This design comes from an exercise in tuning for small area and a short achievable clock period on the open sky130 flow, not from production work.
Only simulation tests tie the RTL to the original design; equivalence was not proved.
Power is estimated from default activity; no workload was simulated.

===== flow/design.v =====
package trace_pkg;
    localparam int TRACE_W   = 102;
    localparam int WDATA_LSB = 0;
    localparam int WADDR_LSB = 32;
    localparam int WENA_BIT  = 37;
    localparam int INST_LSB  = 38;
    localparam int PC_LSB    = 70;
endpackage
import trace_pkg::*;
module trace_fifo
#(
    parameter int WIDTH = TRACE_W,
    parameter int DEPTH = 16
) (
    input  logic              clk,
    input  logic [DEPTH-1:0]  we,
    input  logic [WIDTH-1:0]  wdata,
    input  logic [DEPTH-1:0]  rsel,
    output logic [WIDTH-1:0]  rdata
);
    logic [WIDTH-1:0] mem [DEPTH];
    always_ff @(posedge clk) begin
        for (int i = 0; i < DEPTH; i++) begin
            if (we[i]) begin
                mem[i] <= wdata;
            end
        end
    end
    always_comb begin
        rdata = '0;
        for (int i = 0; i < DEPTH; i++) begin
            rdata = rdata | (mem[i] & {WIDTH{rsel[i]}});
        end
    end
endmodule
import trace_pkg::*;
module cpu_trace_buffer
#(
    parameter int DEPTH       = 16,
    parameter int MAX_RECORDS = 560
) (
    input  logic        clk,
    input  logic        rst,
    input  logic        trace_en,
    input  logic [31:0] pc,
    input  logic [31:0] inst,
    input  logic        rf_wena,
    input  logic [4:0]  rf_waddr,
    input  logic [31:0] rf_wdata,
    output logic        out_valid,
    input  logic        out_ready,
    output logic [31:0] out_data,
    output logic        out_last,
    output logic        full,
    output logic        empty,
    output logic        overflow,
    output logic [15:0] drop_count,
    output logic [31:0] rec_count,
    output logic        done
);
    localparam int RW = 10;              
    logic               w0, w1, w2, nw3;
    logic               nvalid, iempty, nfull, ndone;
    logic               empty_n;     
    logic [DEPTH-1:0]   wsel;        
    logic [DEPTH-1:0]   rsel;        
    logic [DEPTH-1:0]   we;
    logic [RW-1:0]      rec;
    logic [TRACE_W-1:0] entry_in;
    logic [TRACE_W-1:0] head;
    logic [TRACE_W-1:0] ent;         
    logic               adv, pop, push, drop, accept;
    logic               occ_is_1, occ_is_15;
    assign entry_in = {pc, inst, rf_wena, rf_waddr, rf_wdata};
    assign occ_is_1  = |(wsel & {rsel[DEPTH-2:0], rsel[DEPTH-1]});
    assign occ_is_15 = |(rsel & {wsel[DEPTH-2:0], wsel[DEPTH-1]});
    assign adv    = nvalid || (!nw3 && out_ready);
    assign pop    = !iempty && adv;
    assign accept = trace_en && ndone;
    assign push   = accept && (nfull || pop);
    assign drop   = accept && !nfull && !pop;
    assign we = (wsel & {DEPTH{nfull}}) | (wsel & {DEPTH{!nw3}} & {DEPTH{out_ready}});
    trace_fifo #(
        .WIDTH (TRACE_W),
        .DEPTH (DEPTH)
    ) u_fifo (
        .clk     (clk),
        .we      (we),
        .wdata   (entry_in),
        .rsel    (rsel),
        .rdata   (head)
    );
    always_ff @(posedge clk or posedge rst) begin
        if (rst) begin
            wsel   <= DEPTH'(1);
            rsel   <= DEPTH'(1);
            full   <= 1'b0;
            nfull  <= 1'b1;
            iempty  <= 1'b1;
            empty_n <= 1'b0;
        end else begin
            if (push) wsel <= {wsel[DEPTH-2:0], wsel[DEPTH-1]};
            if (pop)  rsel <= {rsel[DEPTH-2:0], rsel[DEPTH-1]};
            if (push && !pop) begin
                iempty  <= 1'b0;
                empty_n <= 1'b1;
                full   <= occ_is_15;
                nfull  <= !occ_is_15;
            end else if (pop && !push) begin
                full   <= 1'b0;
                nfull  <= 1'b1;
                iempty  <= occ_is_1;
                empty_n <= !occ_is_1;
            end
        end
    end
    always_ff @(posedge clk or posedge rst) begin
        if (rst) begin
            rec        <= '0;
            done       <= 1'b0;
            ndone      <= 1'b1;
            overflow   <= 1'b0;
            drop_count <= '0;
        end else begin
            if (push) begin
                rec   <= rec + 1'b1;
                done  <= (rec == RW'(MAX_RECORDS - 1));
                ndone <= (rec != RW'(MAX_RECORDS - 1));
            end
            if (drop) begin
                overflow <= 1'b1;
                if (drop_count != 16'hFFFF) begin
                    drop_count <= drop_count + 16'd1;
                end
            end
        end
    end
    assign rec_count = 32'(rec);
    assign empty     = !empty_n;
    always_ff @(posedge clk or posedge rst) begin
        if (rst) begin
            out_valid <= 1'b0;
            nvalid    <= 1'b1;
            out_last  <= 1'b0;
            w0    <= 1'b0;
            w1    <= 1'b0;
            w2    <= 1'b0;
            nw3   <= 1'b1;
        end else begin
            if (adv) begin
                out_valid <= !iempty;
                nvalid    <= iempty;
                out_last  <= 1'b0;
                w0    <= !iempty;
                nw3   <= 1'b1;
            end else if (out_ready) begin
                out_last <= w2;
                w0    <= 1'b0;
                w1    <= w0;
                w2    <= w1;
                nw3   <= !w2;
            end
        end
    end
    always_ff @(posedge clk) begin
        if (adv) begin
            ent <= head;
        end
    end
    logic s_head, s_pc, s_inst, s_rf, s_wdata;
    assign s_head  = adv;
    assign s_pc    = w0 && !out_ready;
    assign s_inst  = out_ready ? w0 : w1;
    assign s_rf    = out_ready ? w1 : w2;
    assign s_wdata = out_ready ? w2 : !nw3;
    always_ff @(posedge clk) begin
        out_data <= ({32{s_head}}  & head[PC_LSB +: 32])
                  | ({32{s_pc}}    & ent[PC_LSB +: 32])
                  | ({32{s_inst}}  & ent[INST_LSB +: 32])
                  | ({32{s_rf}}    & {ent[WENA_BIT], 26'b0, ent[WADDR_LSB +: 5]})
                  | ({32{s_wdata}} & ent[WDATA_LSB +: 32]);
    end
endmodule

===== flow/flow/run.sh =====
#!/bin/bash
# Own layout flow: the standard flow (standard.sh, unchanged synthesis),
# with the port buffers made as buf_2 cells instead of the default delay
# buffer. The full make output goes to make.log in this folder; ORFS keeps
# each step's own log under orfs/logs/.
set -euo pipefail
export BUFFER_PORTS_ARGS="-buffer_cell sky130_fd_sc_hd__buf_2"
bash standard.sh finish > make.log 2>&1

===== flow/standard.sh =====
#!/bin/bash
# synth_recipe.tcl (not shown) runs the flow's synth.tcl, then flattens the netlist and writes it again
# the make line also repeats each setting of config.mk as NAME=value (left out here)
make -C /OpenROAD-flow-scripts/flow DESIGN_CONFIG=/design/flow/config.mk WORK_HOME=/design/flow/orfs CLKGATE_MAP_FILE= SYNTH_SCRIPT=/design/flow/synth_recipe.tcl "${@:-finish}"

===== flow/config.mk =====
export PLATFORM = sky130hd
export DESIGN_NAME = cpu_trace_buffer
export DESIGN_NICKNAME = cpu_trace_buffer
export VERILOG_FILES = /design/flow/design.v
export SDC_FILE = /design/flow/constraint.sdc
export NUM_CORES = 4
export LEC_CHECK = 0
export CAP_MARGIN = 20
export CORE_MARGIN = 2
export CORE_UTILIZATION = 45
export CTS_CLUSTER_DIAMETER = 80
export CTS_CLUSTER_SIZE = 30
export PLACE_DENSITY = 0.6
export SETUP_SLACK_MARGIN = 3.0
export SLEW_MARGIN = 20

===== flow/constraint.sdc =====
create_clock -name core_clock -period 5.5 [get_ports {clk}]
set_input_delay 1.1000 -clock core_clock [delete_from_list [all_inputs] [get_ports {clk}]]
set_output_delay 1.1000 -clock core_clock [all_outputs]
set_load 0.01 [all_outputs]

==> results_dict.tcl, run 1 <==
set metrics [dict create \
    synth_edf_count 1734 \
    drt_wl_total_um 202000 \
    ys.flop_type "edfxtp_1" \
    r2r_slack_ns 2.93 \
    wl_met1_um 79900 \
    r2r-start "rsel[3]" \
    num_vias 36700 \
    firstDrtPassIters 9 \
    met3_length_um 20800 \
    drive_gt1_share_pct 14.0 \
    ys_types 52 \
    setup_tns_ns 0 \
    holdBufCountCts 0 \
    die-area_mm2 0.149 \
    synth_fa_ha_area_share_pct 0.0572 \
    drc_errors 0 \
    worstSetupEndpointType "flop" \
    antenna_found_initial 47 \
    rows 140 \
    crit_required_ns 5.80 \
    status "timing/DRC/antenna clean" \
    final_area_mm2 0.0733 \
    grt_max_degree 103 \
    min_to "out_data[27]" \
    leakage_uw 0.0240 \
    nets 3778 \
    fill_cells 11600 \
    maxSlewHeadroom_pct 24.9 \
    yosysWarnings 3 \
    crit_fanout 87 \
    die_w_um 386 \
    timing.rr.end "ent[27]" \
    portBuffers 169 \
    instances_no_fill 5652 \
    cts_made_buffers 83 \
    p_per_area_mw_per_mm2 332 \
    syn_to_final_growth_pct 11.7 \
    synth_area_leader_cell "edfxtp_1" \
    final_cell_mix "1734 x edfxtp_1, 304 x nand2_1, 283 x a22o_1, 283 x a221oi_1, 276 x a22oi_1" \
    htreeDepth 3 \
    clockBufferDepth 3 \
    final_antenna_net_count 0 \
    start_kind "flop" \
    arrival_ns 2.87 \
    place_area_mm2 0.0689 \
    grt_usage_pct 26.2 \
    fin_skew_ns 0.0352 \
    wl_per_cell_um 35.7 \
    io_pins 192 \
    hold_path_depth 2 \
    grt_pass1_vias 34400 \
    layout_commonest_cell "edfxtp_1" \
    start_util_pct 45.2 \
    setup_violations 0 \
    regArea_mm2 0.0546 \
    synth_top_family_by_area "compound AO/OA/AOI/OAI gates" \
    fmax_mhz 389 \
    hold_violations 0 \
    slew_violations 0 \
    fin_util_pct 50.5 \
    post_synth.cell_area_avg_um2 18.8 \
    cts.sinks 1838 \
    synthMuxAreaShare_pct 0.0743 \
    synth-seq-cells 1838 \
    tightest_slew_ns 1.12 \
    min-delay-start "ent[65]" \
    route.met2.wl_um 95400 \
    hold_class "reg2reg" \
    place_congestion 0.777 \
    drt_iter0_markers 5665 \
    yosys.area_share.simple_pct 3.45 \
    peakVddDrop_mv 0.246 \
    grt_pass1_wl_um 273000 \
    synth_top_area_share_pct 79.3 \
    fin_crit_sh_pct 46.7 \
    finalPower_uw 24300 \
    synth_area_leaders "edfxtp_1 79%, a221oi_1 3.8%, a22o_1 3.8%, a22oi_1 3.2%, dfrtp_1 2.5%" \
    rsz0062_at_grt "no" \
    clock-root-buffer "clkbuf_16" \
    critPathKind "reg2reg" \
    synth_compound_area_share_pct 11.4 \
    synthCells 3486 \
    viasPerCell 6.50 \
    multi_input_area_mm2 0.0103 \
    cts_tree "done" \
    fp.dieH_um 386 \
    min_period_ns 2.57 \
    grt_overflow 0 \
    synth-xor-area-share_pct 0.320 \
    dp_hpwl_um 92300 \
    drv_cap 0 \
    cts.reportedPaths.clkPinSlew_ns 0.11 \
    reg2reg_depth 3 \
    synthArstFlopShare_pct 3.92 \
    routed.top_layer "met5" \
    core_mm2 0.145 \
    clk_latency_ns 0.74 \
    dp_cells 5418 \
    synth_area_mm2 0.0656 \
    yosysSeqAreaShare_pct 83.1 \
]
[through the flow]
stage	hold WS, ns	setup slack (ns)
2_1_floorplan	0.435	1.92
3_3_place_gp	0.449	1.36
6_report	0.466	2.93
5_1_grt	0.490	2.99
4_1_cts	0.466	2.97
3_5_place_dp	0.451	1.34
[cells in the mapped netlist (2+ instances only)]
cell type and number:
nor4_1 3, clkbuf_1 147, mux2_2 3, nand2_1 304, edfxtp_1 1734, xor2_1 13, clkinv_1 2, nand4_1 74
buf_1 23, nand3_1 13, xnor2_1 11, dfstp_2 7, a21o_1 4, nor2b_1 20, dfrtp_1 65, o2111ai_1 6
a22o_1 283, a221oi_1 283, inv_1 8, buf_2 44, nor2_1 12, nor3_1 5, a21oi_1 3, nand2b_1 2
a222oi_1 27, or4_1 32, and2_1 2, a22oi_1 276, a311oi_1 2, and3_1 2, buf_4 22, ha_1 3
dfxtp_1 32
[cells by family (layout without fill, tap and decap cells)]
group	after synthesis	count (layout)
mux	4	4
simple gates	480	482
buf+inv	246	457
compound gates	890	890
fa+ha+maj	3	3
other cells	1	37
xor+xnor	24	24
flops	1838	1838
[registers in the layout (all words and copies together), names as in the netlist, 10 cells and up]
register,flops
u_fifo.mem,1632
ent,102
out_data,32
drop_count,16
rsel,16
wsel,16
rec,10
[routing by layer]
layer,up-vias,GRT usage [%]
met5,-,0
met4,26,6.84
met3,270,4.22
met2,2119,41.6
met1,19500,37.7
li1,14800,-
[power by group]
| part | switching [µW] | internal (µW) | leakage (µW) |
|---|---|---|---|
| combinational | 629 | 265 | 0.00585 |
| sequential | 230 | 15500 | 0.0168 |
| clock | 4580 | 3110 | 0.00133 |
| total | 5440 | 18900 | 0.0240 |
[worst max-delay path by stage]
stage / start / end / slack (ns) / depth (start not counted)
finish: rsel[3] / ent[27] / 2.93 / 3
global placement: out_ready / u_fifo.mem[14][2] / 1.36 / 5
detailed placement: out_ready / u_fifo.mem[14][4] / 1.34 / 5
floorplan: out_ready / u_fifo.mem[14][0] / 1.92 / 4
CTS: out_ready / u_fifo.mem[6][28] / 2.97 / 8
global route: rsel[14] / ent[55] / 2.99 / 4
[what timing repair did]
| item | 4_1_cts | 5_1_grt |
|---|---|---|
| setup endpoints to repair | 1544 | 397 |
| endpoints found under the hold margin | 0 | 0 |
| setup buffers | 45 | 20 |
| gates resized for setup | 55 | 19 |
| pin swaps | 6 | 7 |
| gates cloned | 10 | 8 |
[area by class of cell]
type | instances | area share [%]
sequential | 1838 | 74.5
multi-input combinational | 1425 | 14.1
timing repair buffer | 311 | 4.25
tap | 1917 | 3.27
clock buffer | 94 | 2.98
clock inverter | 42 | 0.797
inverter | 10 | 0.0683
antenna | 15 | 0.0512
[critical path, cell delays in order, from the launching register on]
cell and delay, ns:
dfrtp_4 0.65, buf_12 0.28, a221oi_1 0.50, nand4_1 0.52
==> inputs of run 2 (changes only) <==
--- a/flow/config.mk
+++ b/flow/config.mk
@@ -12,4 +12,4 @@
 export CTS_CLUSTER_SIZE = 30
 export PLACE_DENSITY = 0.6
-export SETUP_SLACK_MARGIN = 3.0
+export SETUP_SLACK_MARGIN = 3.2
 export SLEW_MARGIN = 20
==> results_dict.tcl, run 2 <==
set metrics [dict create \
    maxSlewHeadroom_pct 23.5 \
    yosysWarnings 3 \
    clockBufferDepth 3 \
    io_pins 192 \
    p_seq_share_pct 64.4 \
    ys.flop_type "edfxtp_1" \
    finalPower_uw 24500 \
    yosysSeqAreaShare_pct 83.1 \
    grt_pass1_wl_um 288000 \
    min_period_ns 2.45 \
    grt_overflow 0 \
    num_vias 37900 \
    drt_iter0_markers 6200 \
    synth_compound_area_share_pct 11.4 \
    critPathKind "reg2out" \
    synthMuxAreaShare_pct 0.0743 \
    hold_violations 0 \
    crit_required_ns 4.40 \
    nets 3873 \
    yosys.area_share.simple_pct 3.45 \
    fill_cells 11300 \
    synth_top_area_share_pct 79.3 \
    p_comb_share_pct 4.2 \
    fp.dieH_um 386 \
    synth_edf_count 1734 \
    synth_area_leaders "edfxtp_1 79%, a221oi_1 3.8%, a22o_1 3.8%, a22oi_1 3.2%, dfrtp_1 2.5%" \
    drive_gt1_share_pct 17.5 \
    fin_crit_sh_pct 44.6 \
    grt_pass1_vias 34800 \
    synth.most_common_cell "edfxtp_1" \
    start_util_pct 45.2 \
    status "timing/DRC/antenna clean" \
    synth_fa_ha_area_share_pct 0.0572 \
    die_w_um 386 \
    leakage_uw 0.0248 \
    clock-root-buffer "clkbuf_16" \
    worstSetupEndpointType "output port" \
    viasPerCell 6.58 \
    slowest_delay_ns 0.46 \
    arrival_ns 1.35 \
    synthTopCellsByCount "1734 x edfxtp_1, 304 x nand2_1, 283 x a221oi_1, 283 x a22o_1, 276 x a22oi_1" \
    cts.reportedPaths.clkPinSlew_ns 0.12 \
    layout_commonest_cell "edfxtp_1" \
    largest_register_ff_count 1632 \
    cts_tree "done" \
    final_antenna_net_count 0 \
    wl_per_cell_um 37.0 \
    grt_max_degree 103 \
    multi_input_area_mm2 0.0105 \
    start_kind "flop" \
    synthCells 3486 \
    slew_violations 0 \
    p_per_area_mw_per_mm2 326 \
    regArea_mm2 0.0547 \
    pwr-share-clk_pct 31.4 \
    dp_hpwl_um 92300 \
    fmax_mhz 408 \
    cts.sinks 1838 \
    synth_area_leader_cell "edfxtp_1" \
    final_cell_mix "1734 x edfxtp_1, 304 x nand2_1, 283 x a22o_1, 276 x a22oi_1, 268 x a221oi_1" \
    setup_violations 0 \
    fin_skew_ns 0.0333 \
    holdBufCountCts 0 \
    synth-xor-area-share_pct 0.320 \
    synth_top_family_by_area "compound AO/OA/AOI/OAI gates" \
    core_mm2 0.145 \
    setup_tns_ns 0 \
    htreeDepth 3 \
    drv_cap 0 \
    power_switching_uw 5480 \
    clk_latency_ns 0.74 \
    top_register "u_fifo.mem" \
    slowest_stage "dfrtp_1" \
    grt_usage_pct 28.1 \
    tightest_slew_ns 1.14 \
    drc_errors 0 \
    drt_wl_total_um 213000 \
    syn_to_final_growth_pct 14.8 \
    ys_types 52 \
    portBuffers 169 \
    rsz0062_at_grt "yes" \
    antenna_found_initial 44 \
    cts_made_buffers 83 \
    switching_share_pct 22.3 \
    post_synth.cell_area_avg_um2 18.8 \
    synth-seq-cells 1838 \
    crit_chain "buf_2" \
    crit_fanout 2 \
    cp_top_family "flip-flops" \
    internal-power_uw 19100 \
    rows 140 \
    die-area_mm2 0.149 \
    cp.buffers_inverters 1 \
    firstDrtPassIters 7 \
    synth_area_mm2 0.0656 \
    hold_class "reg2reg" \
    synthArstFlopShare_pct 3.92 \
    top_regs "u_fifo.mem (1632), ent (102), out_data (32)" \
    peakVddDrop_mv 0.249 \
    place_congestion 0.777 \
]
==> run 2: cell count changes in the layout (fill, tap and decap cells not counted), sizes merged <==
| cell | previous run | this run |
|---|---|---|
| clkinv | 26 | 27 |
| diode | 15 | 22 |
| inv | 24 | 23 |
| clkbuf | 104 | 98 |
| buf | 296 | 384 |
| bufbuf | 5 | 18 |
==> run 2: final timing paths <==
kind | cells past startpoint | end | slack (ns) | start
min reg2reg | 2 | out_data[27] | 0.47 | ent[65]
min in group asynchronous | 2 | rec[9] | 0.48 | rst
max | 1 | out_valid | 3.05 | out_valid
max reg2reg | 4 | ent[33] | 3.07 | rsel[14]
max in group asynchronous | 3 | rsel[12] | 3.98 | rst
min | 2 | out_data[27] | 0.47 | ent[65]
==> run 2: power by group through the flow <==
stage / Combinational, µW / Sequential (µW) / Clock (µW)
4_1_cts: 1010 / 15800 / 7750
5_1_grt: 1110 / 15800 / 8190
6_report: 1030 / 15800 / 7700
3_5_place_dp: 835 / 16100 / 0
2_1_floorplan: 372 / 16000 / 0
3_3_place_gp: 814 / 16100 / 0
==> run 2: final cells by class <==
type / count / area share [%]
clock buffers: 94 / 2.90
well taps: 1917 / 3.18
repair buffers: 406 / 6.51
inverters: 10 / 0.0764
multi-input cells: 1425 / 13.9
flip-flops and latches: 1838 / 72.6
diodes: 22 / 0.0731
clock inverters: 42 / 0.775
==> run 2: kinds of logic (layout without fill, tap and decap cells) <==
kind of cell,after synthesis,in the layout
DFF,1838,1838
muxes,4,4
AOI/OAI and AO/OA,890,890
adders and majority gates,3,3
other,1,44
xor gates and xnor gates,24,24
and+or+nand+nor,480,482
buffers and inverters,246,552
==> run 2: timing repair <==
action,4_1_cts,5_1_grt
pin swaps,10,16
setup buffers,120,19
gates resized for setup,197,40
setup endpoints to repair,1854,309
gates cloned,36,3
==> run 2: routing by layer <==
layer | vias up | GRT usage (%) | wire [µm]
met5 | - | 0 | 189
met4 | 30 | 9.63 | 7270
met3 | 329 | 5.26 | 22800
met2 | 2428 | 43.2 | 99600
met1 | 20000 | 40.3 | 82900
li1 | 15100 | - | -
==> run 2: stage by stage <==
step / hold slack, ns / area, µm² / setup slack, ns / util, % / cells
after floorplan: 0.435 / 65900 / 1.92 / - / 3507
after global placement: 0.449 / 68900 / 1.36 / 47.5 / 5418
after detailed placement: 0.451 / 68900 / 1.34 / 47.5 / 5418
after CTS: 0.466 / 74900 / 3.02 / 51.6 / 5710
after global routing: 0.489 / 75300 / 3.01 / 51.9 / 5744
final: 0.468 / 75400 / 3.05 / 51.9 / 5754
==> inputs of run 3 (changes only) <==
--- a/flow/config.mk
+++ b/flow/config.mk
@@ -12,4 +12,4 @@
 export CTS_CLUSTER_SIZE = 30
 export PLACE_DENSITY = 0.6
-export SETUP_SLACK_MARGIN = 3.2
+export SETUP_SLACK_MARGIN = 3.1
 export SLEW_MARGIN = 20
==> results_dict.tcl, run 3 <==
set metrics [dict create \
    critPathKind "reg2out" \
    instances_no_fill 5715 \
    top_regs "u_fifo.mem (1632), ent (102), out_data (32)" \
    maxSlewHeadroom_pct 18.8 \
    dp_hpwl_um 92300 \
    synth_area_mm2 0.0656 \
    hold_violations 0 \
    grt-busiest-layer "met2" \
    slew_violations 0 \
    start_util_pct 45.2 \
    firstDrtPassIters 7 \
    p_per_area_mw_per_mm2 329 \
    yosys.area_share.simple_pct 3.45 \
    ys_types 52 \
    synth_edf_count 1734 \
    drive_gt1_share_pct 15.9 \
    yosysWarnings 3 \
    holdBufCountCts 0 \
    fin_skew_ns 0.0307 \
    fin_crit_sh_pct 44.6 \
    dp_cells 5418 \
    layout_commonest_cell "edfxtp_1" \
    setup_violations 0 \
    synth_compound_area_share_pct 11.4 \
    htreeDepth 3 \
    rsz0062_at_grt "yes" \
    synthCells 3486 \
    synth-xor-area-share_pct 0.320 \
    viasPerCell 6.50 \
    drc_errors 0 \
    synth_top_area_share_pct 79.3 \
    antenna_found_initial 42 \
    synth_top_family_by_area "compound AO/OA/AOI/OAI gates" \
    r2r_slack_ns 3.10 \
    worstSetupEndpointType "output port" \
    crit_required_ns 4.40 \
    tightest_slew_ns 1.22 \
    leakage_uw 0.0245 \
    grt_pass1_vias 34400 \
    drt_wl_total_um 207000 \
    cts_made_buffers 83 \
    met3_usage_pct 5.24 \
    nets 3838 \
    ys.flop_type "edfxtp_1" \
    cts.sinks 1838 \
    globalRouteMet2Util_pct 42.9 \
    status "timing/DRC/antenna clean" \
    grt_overflow 0 \
    final_cell_mix "1734 x edfxtp_1, 304 x nand2_1, 283 x a22o_1, 281 x a221oi_1, 275 x a22oi_1" \
    peakVddDrop_mv 0.250 \
    final_antenna_net_count 0 \
    slowest_stage "dfrtp_1" \
    wl_per_cell_um 36.1 \
    slowest_delay_ns 0.46 \
    largest_register_ff_count 1632 \
    crit_fanout 2 \
    start_kind "flop" \
    fin_util_pct 51.2 \
    hold_class "reg2reg" \
    io_pins 192 \
    arrival_ns 1.35 \
    clock-root-buffer "clkbuf_16" \
    cp.buffers_inverters 1 \
    core_mm2 0.145 \
    top_register "u_fifo.mem" \
    grt_use_met1_pct 38.6 \
    synth-seq-cells 1838 \
    cp_top_family "flip-flops" \
    num_vias 37100 \
    clk_latency_ns 0.74 \
    drv_cap 0 \
    portBuffers 169 \
    min_period_ns 2.45 \
    die-area_mm2 0.149 \
    synth_area_leaders "edfxtp_1 79%, a221oi_1 3.8%, a22o_1 3.8%, a22oi_1 3.2%, dfrtp_1 2.5%" \
    synth.most_common_cell "edfxtp_1" \
    synthMuxAreaShare_pct 0.0743 \
    synthArstFlopShare_pct 3.92 \
    synth_area_leader_cell "edfxtp_1" \
    synthTopCellsByCount "1734 x edfxtp_1, 304 x nand2_1, 283 x a221oi_1, 283 x a22o_1, 276 x a22oi_1" \
    syn_to_final_growth_pct 13.2 \
    cts_tree "done" \
    die_w_um 386 \
    grt_usage_pct 27.2 \
    grt_max_degree 103 \
    rows 140 \
    drt_iter0_markers 5988 \
    place_congestion 0.777 \
    post_synth.cell_area_avg_um2 18.8 \
    fp.dieH_um 386 \
    clockBufferDepth 3 \
    yosysSeqAreaShare_pct 83.1 \
    synth_fa_ha_area_share_pct 0.0572 \
    setup_tns_ns 0 \
    fmax_mhz 407 \
    crit_chain "buf_2" \
    cts.reportedPaths.clkPinSlew_ns 0.10 \
    grt_pass1_wl_um 281000 \
]
run 3: final cells by class:
cell class / instances / area, µm²
diodes: 18 / 45.0
clock buffers: 94 / 2180
clock inverters: 42 / 584
fillers: 11400 / 70900
inverters: 10 / 50.0
multi-input cells: 1425 / 10400
flip-flops and latches: 1838 / 54700
well taps: 1917 / 2400
repair buffers: 371 / 4030
run 3: kinds of logic after synthesis:
kind of cell / Yosys count
multiplexers: 4
flip-flops: 1838
AND/OR/NAND/NOR: 480
buffers and inverters: 246
XOR/XNOR: 24
adder cells (fa/ha/maj): 3
other: 1
AO/OA/AOI/OAI: 890
run 3: per-stage QoR:
stage | total power, µW | worst slack [ns] | hold slack [ns] | instance area (µm²)
finish | 24400 | 3.05 | 0.471 | 74300
global route | 25000 | 3.02 | 0.487 | 74300
CTS | 24400 | 2.82 | 0.466 | 73900
detailed placement | 16900 | 1.34 | 0.451 | 68900
global placement | 16900 | 1.36 | 0.449 | 68900
floorplan | 16300 | 1.92 | 0.435 | 65900
run 3: worst paths after layout:
path                       startpoint           end  cells after the start
setup / recovery            out_valid     out_valid                      1
hold / removal                ent[55]  out_data[17]                      2
setup reg to reg              rsel[1]       ent[33]                      4
hold reg to reg               ent[55]  out_data[17]                      2
max in group asynchronous         rst      rsel[12]                      3
min in group asynchronous         rst        rec[9]                      2
run 3: what timing repair did:
item,4_1_cts,5_1_grt
gates resized for setup,122,27
endpoints found under the setup margin,1789,308
pin swaps,7,6
cloned,24,2
buffers inserted,94,23
run 3: per-layer routing:
layer | wire length (µm) | up-vias
li1 | - | 15000
met5 | 153 | -
met2 | 97000 | 2241
met4 | 6720 | 24
met1 | 80400 | 19600
met3 | 22300 | 318
run 3: power by group:
group / internal [µW] / switching, µW
registers: 15600 / 233
logic: 296 / 630
clock network: 3110 / 4590

afterwards: timing with drivers on the ports:
In the flow no input, the clock included, has a driving cell. The finished layouts below were timed again as built, in two steps.
Step 1, drivers: a clkbuf_16 drives clk and a buf_2 each remaining input, both assumed.
Step 2 moves the port delays by t, midway between the first and last clock arrival at a register: inputs arrive t later, outputs are due t later. That takes back most of the time a late clock gives input paths.
Three values: no drivers, after step 1, after step 2; two values: the first two.
run | t, ns | slack for setup (ns) | clock arrival spread, ns | worst data-port slew with drivers (ns)
run 1 | 0.811 | 2.932 / 2.923 / 2.148 | 0.043 / 0.043 | 0.23
run 2 | 0.812 | 3.048 / 2.963 / 2.364 | 0.041 / 0.041 | 0.22
run 3 | 0.802 | 3.046 / 2.970 / 2.220 | 0.041 / 0.041 | 0.25
After both steps setup and hold are still met in every run listed. The setup slack of run 3, which loses most, moves by -0.076 ns with the drivers and by -0.826 ns with both steps.
